From an optimization exercise on the open Yosys and OpenROAD flow, aimed at small area and a short achievable clock period; shortcuts taken in it are not production practice. Only simulation tests tie the RTL to the original design; equivalence was not proved. Power and IR drop assume default switching activity.

Setup of run 2:
Design bumpy_core, start of the top module:
module bumpy_core (
	input wire logic clk,
	input wire logic resetN,
	input wire logic start_of_frame,
	input wire motion_pkg::keys_t keys,
	input wire logic die,
	input wire logic restart,
	input wire geom_pkg::tile_map_t tile_map,
	input wire geom_pkg::tile_coord_t teleport_target,
	output geom_pkg::pixel_t offset_x,
	output geom_pkg::pixel_t offset_y,
	output motion_pkg::move_state_e state
);
clock: 6.0 ns
lec_check: 0
cap_margin: 20
core_margin: 2
core_utilization: 50
cts_buf_list: sky130_fd_sc_hd__clkbuf_8
setup_slack_margin: 2.5
slew_margin: 20
standard.sh (not shown) runs the stock make flow with config.mk's settings and CLKGATE_MAP_FILE= SYNTH_SCRIPT=/design/flow/synth_recipe.tcl, a recipe that flattens the netlist after the stock synthesis.
==> flow/flow/run.sh <==
#!/bin/bash
export BUFFER_PORTS_ARGS="-buffer_cell sky130_fd_sc_hd__buf_1"
bash standard.sh > standard.log 2>&1
Both conditions hold for run 2: the flow ran to the end and the final layout passed the timing, design-rule and antenna checks.
Changes in run 3 relative to run 2:
- CTS_BUF_LIST: sky130_fd_sc_hd__clkbuf_8 -> unset
- CORE_UTILIZATION: 50 -> 45
--- outcome ---
Run 2 reached the end of the flow, and the finished layout is clean on the timing, design-rule and antenna checks.
Run 3 finished end to end and its layout was clean on timing, DRC and antenna.
Changes observed in run 3 relative to run 2: die width moved up; vertical extent of the die shows an increase of 5.3%.
Max slew at the pin closest to its max-slew limit across run 3 and run 2: run 2
Summary of run 3 over run 2: simple-gate portion of the synthesized area ~0 delta; fmax +1.5 MHz.
Summary of run 3 over run 2: power moved up; worst reg-to-reg path cell count moved up; worst path required time level; worst hold slack after final layout moved down.
Going from run 2 to run 3, global-route wire length before repair shrinks by about 1.3%.


== build 15 ==
bumpy_core, a different RTL version from the one above (not shown whole).
Size: ~200 I/O pins, roughly 13000 sq um of cells after synthesis.
==> flow/config.mk <==
export PLATFORM = sky130hd
export DESIGN_NAME = bumpy_core
export DESIGN_NICKNAME = bumpy_core
export VERILOG_FILES = /design/flow/design.v
export SDC_FILE = /design/flow/constraint.sdc
export NUM_CORES = 4
export LEC_CHECK = 0
export CAP_MARGIN = 20
export CORE_MARGIN = 2
export CORE_UTILIZATION = 45
export CTS_BUF_LIST = sky130_fd_sc_hd__clkbuf_8
export SETUP_SLACK_MARGIN = 2.65
export SLEW_MARGIN = 20
==> flow/constraint.sdc <==
create_clock -name core_clock -period 6.0 [get_ports {clk}]
set_input_delay 1.2000 -clock core_clock [delete_from_list [all_inputs] [get_ports {clk}]]
set_output_delay 1.2000 -clock core_clock [all_outputs]
set_load 0.01 [all_outputs]
Scripts as last shown in full above: flow/flow/run.sh
Inputs modified between build 15 and build 89:
Settings: putting CTS_CLUSTER_SIZE at 40 where nothing was set; swapping 2.65 for 2.7 in SETUP_SLACK_MARGIN; swapping 45 for 40 in CORE_UTILIZATION; putting CTS_CLUSTER_DIAMETER at 120 where nothing was set.
[summary]
- Build 89 — sum of routed wire length over all layers about 2.1% lower, build 15 as reference
- In terms of clock-pin slew on the worst setup and hold paths, build 15 and build 89 differ only marginally.
- Compared with build 15, in build 89 width of the die increased by about 6% relative to the old numbers; area added between synthesis and finish shows an increase of 0.58 points.
- Relative to build 15, initial antenna violation count has increased by 2 in build 89.
- Any difference in part of the total power dissipated in combinational logic between build 89 and build 15 is small enough to ignore.
- Diff build 15 -> build 89 | overall global routing resource usage | decrease of 3.6 points
- | number of nets in the layout | build 15 vs build 89 | ≈ equal |
- Summary — sequential power, build 89 relative to build 15: lower, by about 2%.
- Worst path setup slack after routing (build 89 over build 15): increase, 79 ps
- When build 89 is set beside build 15, its final cell count turns out to be 1.5% larger.
Input changes introduced in build 57 (baseline for comparison: build 89):
Settings: SETUP_SLACK_MARGIN: 2.7 -> 2.5; CTS_CLUSTER_SIZE: 40 -> unset; CORE_UTILIZATION: 40 -> 45; CTS_CLUSTER_DIAMETER: 120 -> unset.
## What came out
- Looking at worst-path maximum fanout across build 57 and build 89, the one that comes out higher is build 57.
- Delta (build 57 minus build 89): via count now larger; count of cells along the worst register-to-register path lost 3; standard cell area after detailed placement went down by about 0.43%; count of inserted tapcells went down.
- On routed length on met3: build 57 sits below build 89.
Relative to build 57, the following input files were edited for build 55:
Settings: CORE_UTILIZATION changed from 45 to 40; SETUP_SLACK_MARGIN changed from 2.5 to 2.85.
--- outcome ---
- No stage failed in build 55, and the final checks on the layout all came back clean.
- Build 55 — wire length 4.1% higher, build 57 as reference
- [compare] base=build 57 new=build 55: power per unit of standard cell area higher; switching share of power fell by 1.4 points; part of the total power dissipated in combinational logic now sits higher.
- Per the comparison of build 55 with build 57, clock period minus worst slack -240 ps, switching component of the power +about 3%, post-synthesis to final-layout area growth +5.0 points, die outline area +12%.
- Re wire length of the first global-routing pass: build 55 and build 57 aren't equal, and the lower value belongs to build 57.
- Per the comparison of build 55 with build 57, via count has increased; global-route total usage across every layer has decreased.


Setup of delta:
bumpy_core again, from the RTL that the note above started with.
clock: 6.0 ns
lec_check: 0
cap_margin: 20
core_margin: 2
core_utilization: 50
cts_buf_list: sky130_fd_sc_hd__clkbuf_8
setup_slack_margin: 2.65
slew_margin: 20
Scripts as last shown in full above: flow/flow/run.sh
Changes in violet relative to delta:
- a change of SETUP_SLACK_MARGIN from 2.65 to 2.8
- a change of CORE_UTILIZATION from 50 to 45
--- outcome ---
Of violet and delta, delta shows the lower layout buffer count excluding clock buffers, with violet above it.
The final reports for violet and delta show share of total power consumed by net switching lower in the former.
In violet relative to delta, first-iteration DRC count had gone down by a few percent.
### violet -> indigo
- a change of SETUP_SLACK_MARGIN from 2.8 to 3.0
Notes after the runs:
Result: PASS for each of violet and indigo
Violation count after the first detailed-route iteration grows by more than a quarter when moving from violet to indigo.
indigo: relative contribution of the clock network to total power is 0.7 points lower than what violet reported.
[compare] base=violet new=indigo: maximum frequency rose 0.95%; net switching power rose 0.11 mW; worst setup skew after layout fell 0.0082 ns; post-synthesis share of cell area spent on and, or, nand and nor gates about even; global-route usage rose 0.76 points.
Switching share of total power for indigo: 0.56 points down relative to violet
Diff violet -> indigo: met3 wire length has increased, register-to-register slack has increased.
Setup changes, indigo to fjord
- changing SETUP_SLACK_MARGIN from 3.0 to 2.5
- changing CORE_UTILIZATION from 45 to 50
Notes after the runs:
- Having completed the whole flow, fjord delivered a layout that passed the timing, design-rule and antenna checks.
- Compared with indigo, fjord instantiates a smaller number of cells.
- Summary of the comparison: full die area is lower in fjord, relative to indigo.
- There was hardly any difference in hold slack between fjord and indigo.
Relative to fjord, the following input files were edited for lagoon:
- SETUP_SLACK_MARGIN now 2.7, was 2.5
- CORE_UTILIZATION now 40, was 50
## What came out
- lagoon did not stop at any stage, and its layout met the timing, design-rule and antenna checks.
- Compared fjord against lagoon; final-layout worst hold slack within noise.
- Looking at power consumed by the clock network, lagoon sits 9.5% above fjord.
- lagoon against fjord: detailed-routing iteration count for the pre-antenna-repair pass rose 1; data required time at the worst endpoint about even; combinational fraction of design power rose 0.6 points.
- Delta (lagoon minus fjord): via count climbed 175; post-route total power climbed about 3.5%; layout buffer count excluding clock buffers climbed 5.5%; wire length climbed 6.2%; detailed placer's ending HPWL climbed 1.8 mm.
- Looking at share of final layout cell area taken by non-clock buffers, lagoon sits 0.83 points above fjord.


Setup of before:
bumpy_core again, from the RTL that the note above started with.
export LEC_CHECK = 0
export CAP_MARGIN = 20
export CORE_MARGIN = 2
export CORE_UTILIZATION = 50
export CTS_BUF_LIST = sky130_fd_sc_hd__clkbuf_8
export SETUP_SLACK_MARGIN = 2.8
export SLEW_MARGIN = 20
create_clock -name core_clock -period 6.0 [get_ports {clk}]
Scripts as last shown in full above: flow/flow/run.sh
Input changes introduced in after (baseline for comparison: before):
-- flow/config.mk --
<<< before, line 9
export CORE_MARGIN = 2
export CORE_UTILIZATION = 50
export CTS_BUF_LIST = sky130_fd_sc_hd__clkbuf_8
export SETUP_SLACK_MARGIN = 2.8
export SLEW_MARGIN = 20
>>> after, line 9
export CORE_MARGIN = 2
export CORE_UTILIZATION = 45
export CTS_BUF_LIST = sky130_fd_sc_hd__clkbuf_8
export PLACE_DENSITY = 0.75
export SETUP_SLACK_MARGIN = 2.65
export SLEW_MARGIN = 20
## What came out
A launch point of the critical path of sx_nz is what before shows, while py[9] belongs to after.
From before to after the numbers moved as follows: routed wire length moved down; count of buffers not belonging to the clock network in the layout moved down; slack of the critical path moved down; clock-buffer cell count moved up; number of nets in the layout moved down.
after was carried through to the last stage, and its layout satisfied the timing, design-rule and antenna checks.

## separate check: timing with driven ports
Ports are ideal in the flow. The routed layouts listed here were re-timed in OpenROAD. Step 1 sets driving cells, clkbuf_16 on the clock port and buf_2 on the other inputs (assumed; they add their load-dependent delay and slew). Step 2, shift: input delay + t, output delay - t, t = (earliest + latest rising clock arrival at the registers) / 2. This alone moves slack from input paths to output paths. Slacks: ideal / step 1 / step 2; pairs: ideal / step 1.
run	t, ns	setup WS [ns]	latest minus earliest clock arrival (ns)
run 2	0.508	2.629 / 2.629 / 2.370	0.025 / 0.025
run 3	0.474	2.646 / 2.646 / 2.595	0.016 / 0.016
build 15	0.515	2.753 / 2.753 / 2.411	0.020 / 0.020
build 89	0.505	2.832 / 2.832 / 2.431	0.016 / 0.016
build 57	0.515	2.599 / 2.599 / 2.112	0.022 / 0.022
build 55	0.504	2.837 / 2.837 / 2.629	0.019 / 0.019
delta	0.504	2.720 / 2.720 / 2.269	0.021 / 0.021
violet	0.497	2.777 / 2.777 / 2.490	0.023 / 0.023
indigo	0.512	2.807 / 2.807 / 2.653	0.015 / 0.014
fjord	0.504	2.597 / 2.597 / 2.178	0.022 / 0.021
lagoon	0.505	2.832 / 2.832 / 2.431	0.016 / 0.016
before	0.504	2.816 / 2.816 / 2.679	0.025 / 0.025
after	0.498	2.719 / 2.719 / 2.338	0.020 / 0.019
After both steps setup and hold are still met in every run listed. The setup slack of build 57, which loses most, moves by 0.000 ns with the drivers and by -0.487 ns with both steps.
